Context: an optimization exercise on an open-source flow, tuned for small area and a short achievable clock period. The choices shown serve that exercise and are no tape-out recipe. Function was checked by simulation only, so behaviour that the tests miss may differ from the original. Power figures rest on the tool's default switching activity, not on a simulated workload.

--- flow/config.mk ---
export PLATFORM = sky130hd
export DESIGN_NAME = ex_stage
export DESIGN_NICKNAME = ex_stage
export VERILOG_FILES = /design/flow/design.v
export SDC_FILE = /design/flow/constraint.sdc
export NUM_CORES = 4
export LEC_CHECK = 0
export CAP_MARGIN = 20
export CORE_MARGIN = 2
export CORE_UTILIZATION = 40
export SLEW_MARGIN = 20
--- flow/constraint.sdc ---
create_clock -name core_clock -period 5.0 [get_ports {clk}]
set_input_delay 1.0000 -clock core_clock [delete_from_list [all_inputs] [get_ports {clk}]]
set_output_delay 1.0000 -clock core_clock [all_outputs]
set_load 0.01 [all_outputs]
--- flow/design.v ---
`timescale 1ns/1ps
package ex_isa_pkg;
	localparam logic [6:0] OPC_OP     = 7'b0110011;
	localparam logic [6:0] OPC_OP_IMM = 7'b0010011;
	localparam logic [6:0] OPC_BRANCH = 7'b1100011;
	localparam logic [6:0] OPC_JAL    = 7'b1101111;
	localparam logic [6:0] OPC_JALR   = 7'b1100111;
	localparam logic [6:0] OPC_LUI    = 7'b0110111;
	localparam logic [6:0] OPC_AUIPC  = 7'b0010111;
	localparam logic [2:0] F3_ADD_SUB = 3'b000;
	localparam logic [2:0] F3_SLL     = 3'b001;
	localparam logic [2:0] F3_SLT     = 3'b010;
	localparam logic [2:0] F3_SLTU    = 3'b011;
	localparam logic [2:0] F3_XOR     = 3'b100;
	localparam logic [2:0] F3_SR      = 3'b101;
	localparam logic [2:0] F3_OR      = 3'b110;
	localparam logic [2:0] F3_AND     = 3'b111;
	localparam logic [2:0] F3_BEQ  = 3'b000;
	localparam logic [2:0] F3_BNE  = 3'b001;
	localparam logic [2:0] F3_BLT  = 3'b100;
	localparam logic [2:0] F3_BGE  = 3'b101;
	localparam logic [2:0] F3_BLTU = 3'b110;
	localparam logic [2:0] F3_BGEU = 3'b111;
	typedef struct packed {
		logic [6:0] funct7;
		logic [4:0] rs2;
		logic [4:0] rs1;
		logic [2:0] funct3;
		logic [4:0] rd;
		logic [6:0] opcode;
	} inst_r_t;
	typedef struct packed {
		logic [11:0] imm12;
		logic [4:0]  rs1;
		logic [2:0]  funct3;
		logic [4:0]  rd;
		logic [6:0]  opcode;
	} inst_i_t;
	typedef union packed {
		inst_r_t r;
		inst_i_t i;
	} inst_u;
	typedef enum logic [3:0] {
		ALU_NONE, ALU_ADD, ALU_SUB, ALU_SLL, ALU_SLT, ALU_SLTU,
		ALU_XOR, ALU_SRL, ALU_SRA, ALU_OR, ALU_AND
	} alu_op_e;
	typedef enum logic [2:0] {
		BR_NONE, BR_EQ, BR_NE, BR_LT, BR_GE, BR_LTU, BR_GEU, BR_ALWAYS
	} br_op_e;
endpackage
`timescale 1ns/1ps
package ex_pipe_pkg;
	localparam int XLEN       = 64;
	localparam int SHAMT_W    = 6;
	localparam int REG_ADDR_W = 5;
	typedef struct packed {
		logic                  valid;
		logic [3:0]            alu_op;
		logic [2:0]            br_op;
		logic                  wr_en;
		logic [REG_ADDR_W-1:0] rd;
		logic [XLEN-1:0]       op1;
		logic [XLEN-1:0]       op2;
		logic [XLEN-1:0]       jump_base;
		logic [XLEN-1:0]       jump_offset;
	} ex_req_t;
	typedef struct packed {
		logic                  valid;
		logic                  wr_en;
		logic [REG_ADDR_W-1:0] rd;
		logic [XLEN-1:0]       data;
	} ex_wb_t;
	typedef struct packed {
		logic            en;
		logic [XLEN-1:0] addr;
	} ex_jump_t;
endpackage
`timescale 1ns/1ps
module ex_decode (
	input  logic                               clk,
	input  logic                               rst_i,
	input  logic                               valid_i,
	input  ex_isa_pkg::inst_u                  inst_i,
	input  logic [ex_pipe_pkg::XLEN-1:0]       op1_i,
	input  logic [ex_pipe_pkg::XLEN-1:0]       op2_i,
	input  logic [ex_pipe_pkg::XLEN-1:0]       jump_base_i,
	input  logic [ex_pipe_pkg::XLEN-1:0]       jump_offset_i,
	input  logic                               wr_en_i,
	input  logic [ex_pipe_pkg::REG_ADDR_W-1:0] rd_i,
	output ex_pipe_pkg::ex_req_t               req_o
);
	logic [3:0] alu_op;
	logic [2:0] br_op;
	function automatic logic [3:0] alu_decode(input logic [2:0] f3, input logic sub_en,
			input logic sra_en);
		logic [3:0] op;
		op = ex_isa_pkg::ALU_NONE;
		case (f3)
			ex_isa_pkg::F3_ADD_SUB: op = sub_en ? ex_isa_pkg::ALU_SUB : ex_isa_pkg::ALU_ADD;
			ex_isa_pkg::F3_SLL:     op = ex_isa_pkg::ALU_SLL;
			ex_isa_pkg::F3_SLT:     op = ex_isa_pkg::ALU_SLT;
			ex_isa_pkg::F3_SLTU:    op = ex_isa_pkg::ALU_SLTU;
			ex_isa_pkg::F3_XOR:     op = ex_isa_pkg::ALU_XOR;
			ex_isa_pkg::F3_SR:      op = sra_en ? ex_isa_pkg::ALU_SRA : ex_isa_pkg::ALU_SRL;
			ex_isa_pkg::F3_OR:      op = ex_isa_pkg::ALU_OR;
			ex_isa_pkg::F3_AND:     op = ex_isa_pkg::ALU_AND;
		endcase
		alu_decode = op;
	endfunction
	always_comb begin
		alu_op = ex_isa_pkg::ALU_NONE;
		br_op  = ex_isa_pkg::BR_NONE;
		case (inst_i.r.opcode)
			ex_isa_pkg::OPC_OP: alu_op = alu_decode(inst_i.r.funct3, inst_i.r.funct7[5], inst_i.r.funct7[5]);
			ex_isa_pkg::OPC_OP_IMM: alu_op = alu_decode(inst_i.i.funct3, 1'b0, inst_i.i.imm12[10]);
			ex_isa_pkg::OPC_BRANCH: begin
				case (inst_i.r.funct3)
					ex_isa_pkg::F3_BEQ:  br_op = ex_isa_pkg::BR_EQ;
					ex_isa_pkg::F3_BNE:  br_op = ex_isa_pkg::BR_NE;
					ex_isa_pkg::F3_BLT:  br_op = ex_isa_pkg::BR_LT;
					ex_isa_pkg::F3_BGE:  br_op = ex_isa_pkg::BR_GE;
					ex_isa_pkg::F3_BLTU: br_op = ex_isa_pkg::BR_LTU;
					ex_isa_pkg::F3_BGEU: br_op = ex_isa_pkg::BR_GEU;
					default: br_op = ex_isa_pkg::BR_NONE;
				endcase
			end
			ex_isa_pkg::OPC_JAL, ex_isa_pkg::OPC_JALR: begin
				alu_op = ex_isa_pkg::ALU_ADD;
				br_op  = ex_isa_pkg::BR_ALWAYS;
			end
			ex_isa_pkg::OPC_LUI, ex_isa_pkg::OPC_AUIPC: alu_op = ex_isa_pkg::ALU_ADD;
			default: begin
				alu_op = ex_isa_pkg::ALU_NONE;
				br_op  = ex_isa_pkg::BR_NONE;
			end
		endcase
	end
	always_ff @(posedge clk) begin
		if (rst_i) begin
			req_o.valid <= 1'b0;
		end else begin
			req_o.valid <= valid_i;
		end
		if (valid_i) begin
			req_o.alu_op      <= alu_op;
			req_o.br_op       <= br_op;
			req_o.wr_en       <= wr_en_i;
			req_o.rd          <= rd_i;
			req_o.op1         <= op1_i;
			req_o.op2         <= op2_i;
			req_o.jump_base   <= jump_base_i;
			req_o.jump_offset <= jump_offset_i;
		end
	end
endmodule
`timescale 1ns/1ps
module ex_alu (
	input  logic                 clk,
	input  logic                 rst_i,
	input  ex_pipe_pkg::ex_req_t req_i,
	output ex_pipe_pkg::ex_wb_t  wb_o
);
	logic [ex_pipe_pkg::XLEN-1:0]    result;
	logic [ex_pipe_pkg::SHAMT_W-1:0] shamt;
	logic               lt_s;
	logic               lt_u;
	assign shamt = req_i.op2[ex_pipe_pkg::SHAMT_W-1:0];
	assign lt_s  = $signed(req_i.op1) < $signed(req_i.op2);
	assign lt_u  = req_i.op1 < req_i.op2;
	always_comb begin
		case (req_i.alu_op)
			ex_isa_pkg::ALU_ADD:  result = req_i.op1 + req_i.op2;
			ex_isa_pkg::ALU_SUB:  result = req_i.op1 - req_i.op2;
			ex_isa_pkg::ALU_SLL:  result = req_i.op1 << shamt;
			ex_isa_pkg::ALU_SLT:  result = {{(ex_pipe_pkg::XLEN-1){1'b0}}, lt_s};
			ex_isa_pkg::ALU_SLTU: result = {{(ex_pipe_pkg::XLEN-1){1'b0}}, lt_u};
			ex_isa_pkg::ALU_XOR:  result = req_i.op1 ^ req_i.op2;
			ex_isa_pkg::ALU_SRL:  result = req_i.op1 >> shamt;
			ex_isa_pkg::ALU_SRA:  result = $unsigned($signed(req_i.op1) >>> shamt);
			ex_isa_pkg::ALU_OR:   result = req_i.op1 | req_i.op2;
			ex_isa_pkg::ALU_AND:  result = req_i.op1 & req_i.op2;
			default:  result = '0;
		endcase
	end
	always_ff @(posedge clk) begin
		if (rst_i) begin
			wb_o.valid <= 1'b0;
			wb_o.wr_en <= 1'b0;
		end else begin
			wb_o.valid <= req_i.valid;
			wb_o.wr_en <= req_i.valid & req_i.wr_en;
		end
		if (req_i.valid) begin
			wb_o.rd   <= req_i.rd;
			wb_o.data <= result;
		end
	end
endmodule
`timescale 1ns/1ps
module ex_branch (
	input  logic                  clk,
	input  logic                  rst_i,
	input  ex_pipe_pkg::ex_req_t  req_i,
	output ex_pipe_pkg::ex_jump_t jmp_o
);
	logic            taken;
	logic [ex_pipe_pkg::XLEN-1:0] target;
	assign target = req_i.jump_base + req_i.jump_offset;
	always_comb begin
		case (req_i.br_op)
			ex_isa_pkg::BR_EQ:     taken = req_i.op1 == req_i.op2;
			ex_isa_pkg::BR_NE:     taken = req_i.op1 != req_i.op2;
			ex_isa_pkg::BR_LT:     taken = $signed(req_i.op1) < $signed(req_i.op2);
			ex_isa_pkg::BR_GE:     taken = $signed(req_i.op1) >= $signed(req_i.op2);
			ex_isa_pkg::BR_LTU:    taken = req_i.op1 < req_i.op2;
			ex_isa_pkg::BR_GEU:    taken = req_i.op1 >= req_i.op2;
			ex_isa_pkg::BR_ALWAYS: taken = 1'b1;
			default:   taken = 1'b0;
		endcase
	end
	always_ff @(posedge clk) begin
		if (rst_i) begin
			jmp_o.en <= 1'b0;
		end else begin
			jmp_o.en <= req_i.valid & taken;
		end
		if (req_i.valid) begin
			jmp_o.addr <= taken ? target : '0;
		end
	end
endmodule
`timescale 1ns/1ps
module ex_stage (
	input  logic                               clk,
	input  logic                               rst_i,
	input  logic                               valid_i,
	input  logic [31:0]                        inst_i,
	input  logic [ex_pipe_pkg::XLEN-1:0]       op1_i,
	input  logic [ex_pipe_pkg::XLEN-1:0]       op2_i,
	input  logic [ex_pipe_pkg::XLEN-1:0]       jump_base_i,
	input  logic [ex_pipe_pkg::XLEN-1:0]       jump_offset_i,
	input  logic                               reg_wr_en_i,
	input  logic [ex_pipe_pkg::REG_ADDR_W-1:0] reg_wr_addr_i,
	output logic                               out_valid_o,
	output logic                               reg_wr_en_o,
	output logic [ex_pipe_pkg::REG_ADDR_W-1:0] reg_wr_addr_o,
	output logic [ex_pipe_pkg::XLEN-1:0]       reg_wr_data_o,
	output logic                               jump_en_o,
	output logic [ex_pipe_pkg::XLEN-1:0]       jump_addr_o
);
	ex_pipe_pkg::ex_req_t  req;
	ex_pipe_pkg::ex_wb_t   wb;
	ex_pipe_pkg::ex_jump_t jmp;
	ex_decode u_decode (
		.clk           (clk),
		.rst_i         (rst_i),
		.valid_i       (valid_i),
		.inst_i        (inst_i),
		.op1_i         (op1_i),
		.op2_i         (op2_i),
		.jump_base_i   (jump_base_i),
		.jump_offset_i (jump_offset_i),
		.wr_en_i       (reg_wr_en_i),
		.rd_i          (reg_wr_addr_i),
		.req_o         (req)
	);
	ex_alu u_alu (
		.clk   (clk),
		.rst_i (rst_i),
		.req_i (req),
		.wb_o  (wb)
	);
	ex_branch u_branch (
		.clk   (clk),
		.rst_i (rst_i),
		.req_i (req),
		.jmp_o (jmp)
	);
	assign out_valid_o   = wb.valid;
	assign reg_wr_en_o   = wb.wr_en;
	assign reg_wr_addr_o = wb.rd;
	assign reg_wr_data_o = wb.data;
	assign jump_en_o     = jmp.en;
	assign jump_addr_o   = jmp.addr;
endmodule
--- flow/run.sh ---
#!/bin/bash
# synth_recipe.tcl (not shown) runs the flow's synth.tcl, then flattens the netlist and writes it again
# the make line also repeats each setting of config.mk as NAME=value (left out here)
make -C /OpenROAD-flow-scripts/flow DESIGN_CONFIG=/design/flow/config.mk WORK_HOME=/design/flow/orfs CLKGATE_MAP_FILE= SYNTH_SCRIPT=/design/flow/synth_recipe.tcl finish
==> qor.yml <==
routing:
  postRouteAntennaNets: 0
  routed_wl_um: 159600
  drt_iter0_drc: 4319
  drc: 0
  via_per_inst: 6.373
  first_pass_iters: 8
  wl_per_cell_um: 28.72
  dr_total_vias: 35413
worst_setup_path:
  endpoint_kind: "register"
  crit_chain: "inv_1, ha_1, or4_1, nand4b_1, nor2_1, o21ai_0, nand4_1, a31oi_1, buf_4, o211ai_1, mux2i_1, o311ai_0, or2_2, buf_12, buf_12, nor3b_1"
  path_depth: 16
  startpoint_type: "register"
  ff2ff_setup_slack_ns: 0.27
  crit_buf_inv: 4
  cp_slowest_cell: "or4_1"
  rr_worst_depth: 16
  max_stage_delay_ns: 0.62
  cp.arrival_ns: 5.20
  worst_path_most_repeated_cell: "buf_12"
  endpoint: "u_branch.jmp_o[11]$_SDFFCE_PN0P_"
  r2r-start: "u_decode.req_o[215]$_DFFE_PP_"
  path_max_fanout: 17
  cp_top_family: "simple AND/OR/NAND/NOR gates"
  cp-startpoint: "u_decode.req_o[215]$_DFFE_PP_"
  rr_endpoint: "u_branch.jmp_o[11]$_SDFFCE_PN0P_"
  worstPathRequired_ns: 5.47
  worst-setup-path-type: "reg2reg"
sta:
  setup_tns_ns: 0
  maxSlewHeadroom_pct: 25.86
  skew_ns: 0.05462
  final-setup-viol-count: 0
  worstMarginPinSlew_ns: 1.112
  fin_crit_ns: 4.735
  post-route-period-util_pct: 94.69
  finalHoldViolCount: 0
  slew_violations: 0
  fmax_mhz: 211.2
  rsz0062_at_grt: "false"
global_route:
  grt_pass1_wl_um: 228300
  gr-total-overflow: 0
  globalRouteTotalUtil_pct: 34.01
  antenna_found_initial: 21
  grt_pass1_vias: 33309
  grt_max_degree: 133
clock_network:
  cts_setup_buffers: 0
  max-clock-path-buffers: 3
  cts_max_level: 2
  clk_pin_slew_ns: 0.06
  numCtsBuffers: 47
  clockRootBuffer: "clkbuf_16"
  cts_tree: "done"
  clock-sinks: 406
  clock_latency_ns: 0.67
floorplan:
  die_w_um: 302.2
  rows: 109
  ios: 433
  core-area_mm2: 0.08824
  initial_utilization_pct: 40.30
  die_h_um: 302.2
  fp.dieArea_mm2: 0.09130
synthesis:
  syn_inst: 3928
  synth-seq-cells: 406
  synthFlopType: "edfxtp_1"
  synth_cell_types: 86
  yosys_warnings: 3
  synth_nets: 4484
  yosysSeqAreaShare_pct: 34.17
  async_flop_share_pct: 0
  synthesis.area_mm2: 0.03556
  syn_area_per_cell_um2: 9.053
  synth_edf_count: 402
placement:
  gp_congestion: 1.045
  port_buffers: 411
  place_area_mm2: 0.04202
  dp_hpwl_um: 123000
cells_and_area:
  layout_common_cells: "nor2_1 (530), clkdlybuf4s50_1 (410), edfxtp_1 (402)"
  postLayoutCoreUtil_pct: 49.44
  finalInstanceArea_mm2: 0.04362
  layout_commonest_cell: "nor2_1"
  fin_nets: 4905
  area_growth_pct: 22.68
  drive_above_1_share_pct: 10.97
worst_hold_path:
  holdCritPathClass: "reg2reg"
power:
  leakage_nw: 16.83
  power_density_mw_per_mm2: 306.8
  ir_drop_mv: 0.2861
outcome:
  status: "no timing/DRC/antenna violations"
run:
  cap_violations: 0
==> routing by layer <==
layer	global-route usage [%]	vias to the layer above	part of all wire (%)
met5	0	-	0.14
met2	52.17	2092	44
li1	-	15741	-
met3	8.640	355	11
met4	14.86	30	4.9
met1	45.34	17195	40
==> cell usage after synthesis (28+ instances only) <==
library cell	instances	area, um2
nor2_1	531	1993
edfxtp_1	402	12070
a21oi_1	365	1827
nand2_1	306	1149
ha_1	256	3203
o21ai_0	246	1231
inv_1	214	803.3
clkbuf_1	185	694.4
mux4_2	120	2703
mux2i_1	107	1071
nand3_1	65	325.3
a21o_1	64	480.5
a221oi_1	64	560.5
nor3_1	64	320.3
o211ai_1	56	420.4
nand4_1	55	344.1
a211oi_1	52	390.4
o21bai_1	52	390.4
xnor2_1	48	420.4
o22ai_1	47	294.0
buf_1	43	161.4
o31ai_1	43	322.8
a31oi_1	34	212.7
nor4_1	31	193.9
buf_2	30	150.1
o21a_1	28	210.2
==> repair_timing <==
item                                    CTS  global route
endpoints found under the setup margin    0            42
endpoints found under the hold margin     0             0
hold buffers                              0             0
gates resized for setup                   0             1
==> kinds of logic after synthesis <==
group | count (synthesis) | share of synthesized area (%)
AOI/OAI and AO/OA | 1280 | 23.78
xor gates and xnor gates | 70 | 1.724
adders and majority gates | 259 | 9.176
buffers and inverters | 481 | 5.246
DFF | 406 | 34.17
muxes | 243 | 11.12
and+or+nand+nor | 1189 | 14.78
==> where the power goes <==
part	switching [mW]	total [mW]	internal (mW)	leakage (nW)
combinational	3.35	5.47	2.12	12.2
sequential	0.211	4.36	4.15	3.85
clock	1.47	3.55	2.07	0.763
==> flip-flops by register name, indices dropped and copies added (netlist names) <==
signal and flops:
u_alu.wb_o 71, u_branch.jmp_o 65, u_decode.req_o 270
==> worst min-delay path by stage <==
stage | from | endpoint | slack, ns | cells past startpoint
2_1_floorplan | u_decode.req_o[256]$_DFFE_PP_ | u_alu.wb_o[64]$_DFFE_PP_ | 0.40 | 0
3_3_place_gp | u_decode.req_o[259]$_DFFE_PP_ | u_alu.wb_o[67]$_DFFE_PP_ | 0.40 | 0
3_5_place_dp | u_decode.req_o[258]$_DFFE_PP_ | u_alu.wb_o[66]$_DFFE_PP_ | 0.41 | 0
4_1_cts | u_decode.req_o[258]$_DFFE_PP_ | u_alu.wb_o[66]$_DFFE_PP_ | 0.42 | 0
5_1_grt | u_decode.req_o[258]$_DFFE_PP_ | u_alu.wb_o[66]$_DFFE_PP_ | 0.43 | 0
6_report | u_decode.req_o[260]$_DFFE_PP_ | u_alu.wb_o[68]$_DFFE_PP_ | 0.42 | 0
==> worst register-to-register path, cell delays in order, from the launching register on <==
cell,delay [ns]
edfxtp_1,0.40
inv_1,0.16
ha_1,0.27
or4_1,0.62
nand4b_1,0.33
nor2_1,0.17
o21ai_0,0.17
nand4_1,0.34
a31oi_1,0.15
buf_4,0.18
o211ai_1,0.49
mux2i_1,0.24
o311ai_0,0.13
or2_2,0.37
buf_12,0.17
buf_12,0.16
nor3b_1,0.20
==> per-stage QoR <==
step                      setup slack [ns]  cells  total power [mW]  hold WS [ns]
after floorplan                    0.01741   3928             7.492        0.4003
after global placement              0.3876   5465             9.734        0.4010
after detailed placement            0.3000   5465             9.723        0.4088
after CTS                           0.2829   5551             13.34        0.4224
after global routing               0.04425   5552             13.98        0.4313
final                               0.2653   5557             13.39        0.4211
==> layout make-up <==
class	count	area (um2)
clock inverter	26	309.0
timing repair buffer	635	5988
inverter	218	820.8
clock buffer	60	1276
fill	8458	44610
antenna	6	15.01
sequential	406	12160
tap	1165	1458
multi-input combinational	3041	21600

==> port drivers added, routing unchanged <==
The results above use ideal ports. As a check the final layout listed here was re-extracted and re-timed, cells and wires unchanged.
Step 1 assumes that a clkbuf_16 drives the clock port and a buf_2 every other input.
Step 2 also shifts input and output timing later by t, the mid clock arrival at the registers, as if the neighbouring blocks saw the same clock.
Slacks: ideal / step 1 / step 2; pairs: ideal / step 1.
t (ns): 0.709
setup WS [ns]: 0.265 / 0.265 / 0.265
latest minus earliest clock arrival (ns): 0.057 / 0.057
pins driven straight from the clock port: 1
After both steps this run still meets setup and hold. For this run, drivers alone change the setup slack by 0.000 ns; drivers and shift together by 0.000 ns.
